Context: an optimization exercise on an open-source flow, tuned for small area, a short achievable clock period and few clock cycles per item. The choices shown serve that exercise and are no tape-out recipe.
The RTL was checked by simulation tests, not by an equivalence proof against the original design.

==> flow/design.v <==
package ffa_pkg;
    localparam logic OP_ALLOC = 1'b0;
    localparam logic OP_FREE  = 1'b1;
    localparam logic [1:0] ST_ALLOCATED = 2'd0;
    localparam logic [1:0] ST_NO_FIT    = 2'd1;
    localparam logic [1:0] ST_FREED     = 2'd2;
    localparam logic [1:0] ST_NOT_FOUND = 2'd3;
    localparam int BYTES_W = 10;
endpackage
import ffa_pkg::*;
module first_fit_block_allocator
#(
    parameter int ARENA_BYTES  = 1024,
    parameter int ALIGN_BYTES  = 16,
    parameter int HEADER_BYTES = 16
)
(
    input  logic                clk,
    input  logic                rst_n,
    input  logic                req_valid,
    output logic                req_stall,
    input  logic                operation,
    input  logic [BYTES_W-1:0]  request_bytes,
    input  logic [BYTES_W-1:0]  free_offset,
    output logic                rsp_valid,
    input  logic                rsp_stall,
    output logic [1:0]          status,
    output logic [BYTES_W-1:0]  data_offset
);
    localparam int N = 64;
    logic       ir_valid;
    logic       ir_op;
    logic [6:0] ir_arg;      
    logic       sk_valid;
    logic       proc;
    logic [6:0] arg_in;
    always_comb
    begin
        if (operation == OP_FREE)
            arg_in = {(free_offset[3:0] == 4'd0) && (free_offset[9:4] != 6'd0), free_offset[9:4]};
        else
            arg_in = {1'b0, request_bytes[9:4]} + {6'd0, |request_bytes[3:0]};
    end
    assign req_stall = ir_valid & sk_valid;
    assign proc      = ir_valid & ~sk_valid;
    always_ff @(posedge clk or negedge rst_n)
    begin
        if (!rst_n)
            ir_valid <= 1'b0;
        else if (!req_stall)
            ir_valid <= req_valid;
    end
    always_ff @(posedge clk)
    begin
        if (!req_stall)
        begin
            ir_op  <= operation;
            ir_arg <= arg_in;
        end
    end
    logic [N-1:0] fr;
    logic [N-1:1] st_r;
    logic [N-1:0] st;
    assign st = {st_r, 1'b1};
    logic [N-1:0] d  [7];
    logic [N-1:0] e  [8];
    logic [N-1:0] ep [8];
    always_comb
    begin
        d[0] = fr;
        for (int j = 0; j < 6; j++)
            d[j+1] = d[j] & (d[j] >> (1 << j));
        e[0]  = fr;
        ep[0] = fr;
        for (int j = 0; j < 7; j++)
        begin
            e[j+1]  = ir_arg[j] ? (d[j] & (e[j] >> (1 << j)))                 : e[j];
            ep[j+1] = ir_arg[j] ? ((d[j] << ((1 << j) - 1)) & (ep[j] << (1 << j))) : ep[j];
        end
    end
    logic [N-1:0] t1, t2;    
    always_comb
    begin
        t1[0] = e[7][0];
        t2[0] = ep[7][0];
        for (int x = 1; x < N; x++)
        begin
            t1[x] = t1[x-1] | e[7][x];
            t2[x] = t2[x-1] | ep[7][x];
        end
    end
    logic [N-1:0] a_mask, a_hdr;     
    logic [N:0]   fr_x;
    assign fr_x   = {1'b0, fr};
    assign a_mask = t1 & ~{t2[N-2:0], 1'b0};
    assign a_hdr  = {t2[N-2:0], 1'b0} & ~{t2[N-3:0], 2'b0};
    logic [N-1:0] fr_a, st_a;
    assign fr_a = fr & ~a_mask & ~(a_hdr & ~fr_x[N:1]);
    assign st_a = st | (a_hdr & fr & fr_x[N:1]);
    logic       a_fit;
    logic [5:0] a_off;       
    assign a_fit = t1[N-1];
    logic [N-1:0] a_one;     
    assign a_one = t1 & ~{t1[N-2:0], 1'b0};
    always_comb
    begin
        a_off = '0;
        for (int x = 0; x < N - 1; x++)
            if (a_one[x])
                a_off = a_off | 6'(x + 1);
    end
    logic [N-1:0] f_ge, f_eq, f_in, f_t, f_blk;
    always_comb
    begin
        for (int x = 0; x < N; x++)
        begin
            f_ge[x] = ir_arg[6] && (7'(x + 1) >= {1'b0, ir_arg[5:0]});
            f_eq[x] = ir_arg[6] && (7'(x + 1) == {1'b0, ir_arg[5:0]});
        end
    end
    assign f_in = f_ge & (st ^ f_eq);
    always_comb
    begin
        f_t[0] = f_in[0];
        for (int x = 1; x < N; x++)
            f_t[x] = f_t[x-1] | f_in[x];
    end
    assign f_blk = f_ge & ~f_t;
    logic [N-1:0] fr_f, st_f;
    logic         f_found;
    assign fr_f    = fr | f_blk;
    assign st_f    = st & ~(fr_f & {fr_f[N-2:0], 1'b0});
    assign f_found = |(st & f_eq);
    always_ff @(posedge clk or negedge rst_n)
    begin
        if (!rst_n)
        begin
            fr   <= {N{1'b1}};
            st_r <= '0;
        end
        else if (proc)
        begin
            if (ir_op == OP_FREE)
            begin
                fr   <= fr_f;
                st_r <= st_f[N-1:1];
            end
            else
            begin
                fr   <= fr_a;
                st_r <= st_a[N-1:1];
            end
        end
    end
    logic [1:0] n_st;
    logic [5:0] n_off;
    always_comb
    begin
        if (ir_op == OP_FREE)
        begin
            n_st  = f_found ? ST_FREED : ST_NOT_FOUND;
            n_off = '0;
        end
        else
        begin
            n_st  = a_fit ? ST_ALLOCATED : ST_NO_FIT;
            n_off = a_off;
        end
    end
    logic       take;
    logic       rv_reg;
    logic [1:0] h_st, s_st;
    logic [5:0] h_off, s_off;
    assign take = rv_reg & ~rsp_stall;
    always_ff @(posedge clk or negedge rst_n)
    begin
        if (!rst_n)
        begin
            rv_reg   <= 1'b0;
            sk_valid <= 1'b0;
        end
        else
        begin
            if (!rv_reg || take)
                rv_reg <= sk_valid | proc;
            if (sk_valid)
                sk_valid <= ~take;
            else
                sk_valid <= proc & rv_reg & ~take;
        end
    end
    always_ff @(posedge clk)
    begin
        if (!rv_reg || take)
        begin
            h_st  <= sk_valid ? s_st  : n_st;
            h_off <= sk_valid ? s_off : n_off;
        end
        if (!sk_valid)
        begin
            s_st  <= n_st;
            s_off <= n_off;
        end
    end
    assign rsp_valid   = rv_reg;
    assign status      = h_st;
    assign data_offset = {h_off, 4'd0};
endmodule
==> flow/run.sh <==
#!/bin/bash
# synth_recipe.tcl (not shown) runs the flow's synth.tcl, then flattens the netlist and writes it again
# the make line also repeats each setting of config.mk as NAME=value (left out here)
make -C /OpenROAD-flow-scripts/flow DESIGN_CONFIG=/design/flow/config.mk WORK_HOME=/design/flow/orfs CLKGATE_MAP_FILE= SYNTH_SCRIPT=/design/flow/synth_recipe.tcl finish
==> flow/config.mk <==
export PLATFORM = sky130hd
export DESIGN_NAME = first_fit_block_allocator
export DESIGN_NICKNAME = first_fit_block_allocator
export VERILOG_FILES = /design/flow/design.v
export SDC_FILE = /design/flow/constraint.sdc
export NUM_CORES = 4
export LEC_CHECK = 0
export CAP_MARGIN = 20
export CORE_MARGIN = 2
export CORE_UTILIZATION = 40
export SLEW_MARGIN = 20
==> flow/constraint.sdc <==
create_clock -name core_clock -period 5.0 [get_ports {clk}]
set_input_delay 1.0000 -clock core_clock [delete_from_list [all_inputs] [get_ports {clk}]]
set_output_delay 1.0000 -clock core_clock [all_outputs]
set_load 0.01 [all_outputs]
==> flow_metrics.tcl <==
set metrics [dict create \
    rsz0062_at_grt "true" \
    power.density_nw_per_um2 461.7 \
    die_width_um 243.3 \
    final.min_clock_period_ns 5.205 \
    async_reset_ff_share_pct 84.42 \
    drt_iter0_drc 6832 \
    cts_root_buffer "clkbuf_16" \
    clk_pin_slew_ns 0.07 \
    synth_fa_ha_area_share_pct 3.495 \
    grt_pass1_wl_mm 242.3 \
    arrival_ns 5.61 \
    numCtsBuffers 17 \
    worstSetupEndpointType "flop" \
    hpwl_mm 141.2 \
    cp_max_fo 24 \
    cts_tree "done" \
    crit_path_frequent_cell "buf_4" \
    drive_gt1_share_pct 25.35 \
    fillers 5760 \
    p_seq_share_pct 18.2 \
    ff_latch_area_sq_um 3974 \
    viasPerCell 7.375 \
    synth_top_family_by_area "simple AND/OR/NAND/NOR gates" \
    std_cell_rows 87 \
    intPower_mw 5.722 \
    path_class "flop to flop" \
    yosysWarnings 4 \
    synth_most_common_cell "nand2_1" \
    yosysTopAreaCellShare_pct 7.668 \
    p_sw_mw 7.975 \
    grt_max_degree 54 \
    min_path_type "flop to flop" \
    finalWorstSetupSlack_ns -0.2049 \
    netSwitchingFraction_pct 58.22 \
    slowest_stage "or4_4" \
    slew_headroom_pct 12.69 \
    finalPower_mw 13.70 \
    p_clk_share_pct 9.5 \
    clock_latency_ns 0.47 \
    routed_wl_mm 175.4 \
    period_share_pct 104.1 \
    ios 39 \
    grt-ovfl-total 0 \
    drc_errors 0 \
    port_buffers 34 \
    failed_checks "setup timing" \
    syn_area_sq_um 22910 \
    multi_input_area_sq_um 17650 \
    place_congestion 1.216 \
    area_growth_pct 29.50 \
    track_usage_pct 57.38 \
    die_h_um 243.3 \
    worstPathRequired_ns 5.41 \
    core_sq_um 56500 \
    skew_ns 0.01264 \
    cts-htree-levels 4 \
    grt_pass1_vias 32310 \
    clk_path_buf_depth 2 \
    dpl_cell_area_sq_um 28850 \
    top_register "fr" \
    vias 34770 \
    yosys.area.top_type "nand2_1" \
    hold_viol 0 \
    post-place-ws_ns -0.1069 \
    fin_area_sq_um 29670 \
    initial_utilization_pct 40.55 \
    ant_nets 0 \
    leakage_nw 12.43 \
    firstDrtPassIters 10 \
    path_buf_inv 8 \
    synth_area_leaders "nand2_1 7.7%, dfstp_2 7.3%, dfrtp_1 7.2%, nor2_1 5.7%, a21oi_1 5.2%" \
    max_freq_ghz 0.1921 \
    setup_viol 11 \
    layout.cells.non_filler 4715 \
    ys_seq_area_share_pct 17.35 \
    top_regs "fr (64), st_r (63), ir_arg (7)" \
    synth_area_per_cell_sq_um 6.701 \
    syn_inst 3419 \
    setup_tns_ns -0.8198 \
    antenna_found_initial 12 \
    wl_per_cell_um 37.20 \
    ys_ff_latch 154 \
    fin_nets 4032 \
    largest_reg_flops 64 \
    p_comb_share_pct 72.2 \
    maxCapViolations 0 \
    synth-simple-area-share_pct 36.96 \
    synth_xor_area_share_pct 0.1529 \
    synthTopCellsByCount "468 x nand2_1, 346 x nor2_1, 240 x a21oi_1, 223 x nor3_1, 199 x o21ai_0" \
    crit_family "simple AND/OR/NAND/NOR gates" \
    outcome "finished with violations" \
    synth-edff-count 16 \
    cp_slowest_stage_delay_ns 0.75 \
    synth_cell_types 106 \
    critical_path.startpoint_type "flop" \
    drv_slew 0 \
    tightest_slew_ns 1.296 \
    synth-main-ff-cell "dfrtp_1" \
    place_inst 4674 \
    synth-compound-area-share_pct 34.98 \
    utilization_pct 52.51 \
    ir_drop_mv 0.3097 \
    hold_ws_ns 0.4217 \
    path_cells "buf_12 > clkinv_1 > buf_12 > buf_4 > nand2_1 > buf_4 > o21ai_0 > or4_4 > nor3_2 > and4_1 > buf_12 > nand3_1 > buf_4 > nor3b_1 > buf_4 > o31ai_1 > nand2_1" \
    dieArea_sq_um 59200 \
    yosys-mux-area-fraction_pct 0.1966 \
    cts_num_sinks 154 \
]
[power groups by stage]
| stage | logic [mW] | clock network (mW) | registers [mW] |
|---|---|---|---|
| finish | 9.90 | 1.30 | 2.50 |
| global route | 9.98 | 1.34 | 2.46 |
| CTS | 9.06 | 1.30 | 2.38 |
| detailed placement | 9.00 | 0 | 2.40 |
| global placement | 9.08 | 0 | 2.39 |
| floorplan | 4.70 | 0 | 1.77 |
[what timing repair did]
action                     in CTS  in global routing
gates resized for setup         2                 37
setup endpoints to repair       7                 56
setup buffers                   0                  6
hold buffers                    0                  0
pin swaps                       0                  7
[final cells by class]
type | count | share of cell area [%]
Clock buffer | 19 | 1.527
Tap cell | 756 | 3.188
Inverter | 64 | 0.8097
Sequential cell | 154 | 13.39
Timing Repair Buffer | 788 | 21.20
Clock inverter | 13 | 0.3585
Antenna cell | 3 | 0.02530
Multi-Input combinational cell | 2918 | 59.50
[layout by cell type (no fill, tap or decap), types with 52 or more instances in the layout]
master,netlist,final
dfstp_2,64,64
nor3_1,223,217
dfrtp_1,66,66
ha_1,64,64
nor2_1,346,342
inv_1,63,61
nand3_1,117,116
nand2_1,468,465
a21oi_1,240,236
o21ai_0,199,198
buf_4,25,731
nand2b_1,86,86
nand4_1,82,82
nor4_1,104,99
a31oi_1,65,65
a21boi_0,55,52
[routing by layer]
metal | vias up | GRT usage [%] | share of wire [%]
li1 | 14070 | - | -
met1 | 16230 | 70.04 | 35
met2 | 3523 | 75.85 | 37
met3 | 928 | 28.65 | 18
met4 | 16 | 43.68 | 9.9
met5 | - | 0.5719 | 0.079
[logic make-up after synthesis]
logic type	Yosys count
DFF	154
AOI/OAI and AO/OA	1146
other	1
xor gates and xnor gates	4
and+or+nand+nor	1696
buffers and inverters	350
adders and majority gates	64
muxes	4
[final timing paths]
check | from | endpoint | slack [ns] | cells past startpoint
max in group asynchronous | rst_n | fr[49] | 3.50 | 2
setup reg to reg | ir_arg[3] | fr[62] | -0.20 | 17
setup / recovery | ir_arg[3] | fr[62] | -0.20 | 17
min in group asynchronous | rst_n | st_r[4] | 0.50 | 1
hold reg to reg | st_r[63] | fr[63] | 0.42 | 1
hold / removal | st_r[63] | fr[63] | 0.42 | 1
Testbench counts, summed over its fixed seeds: cycles 4,016, items 4,000.

static timing again, ports no longer ideal:
The results above use ideal ports. As a check the final layout listed here was re-extracted and re-timed, cells and wires unchanged.
Step 1, drivers: a clkbuf_16 drives clk and a buf_2 each remaining input, both assumed.
Step 2 moves the port delays by t, midway between the first and last clock arrival at a register: inputs arrive t later, outputs are due t later. That takes back most of the time a late clock gives input paths.
Slacks: ideal ports / drivers / drivers and shift; pairs: ideal ports / drivers.
shift t [ns]: 0.514
slack for setup (ns): -0.205 / -0.205 / -0.205
worst setup path at the end: register to register
worst slew at a driven data input, ns: 0.04
For this run, drivers alone change the setup slack by 0.000 ns; drivers and shift together by 0.000 ns.
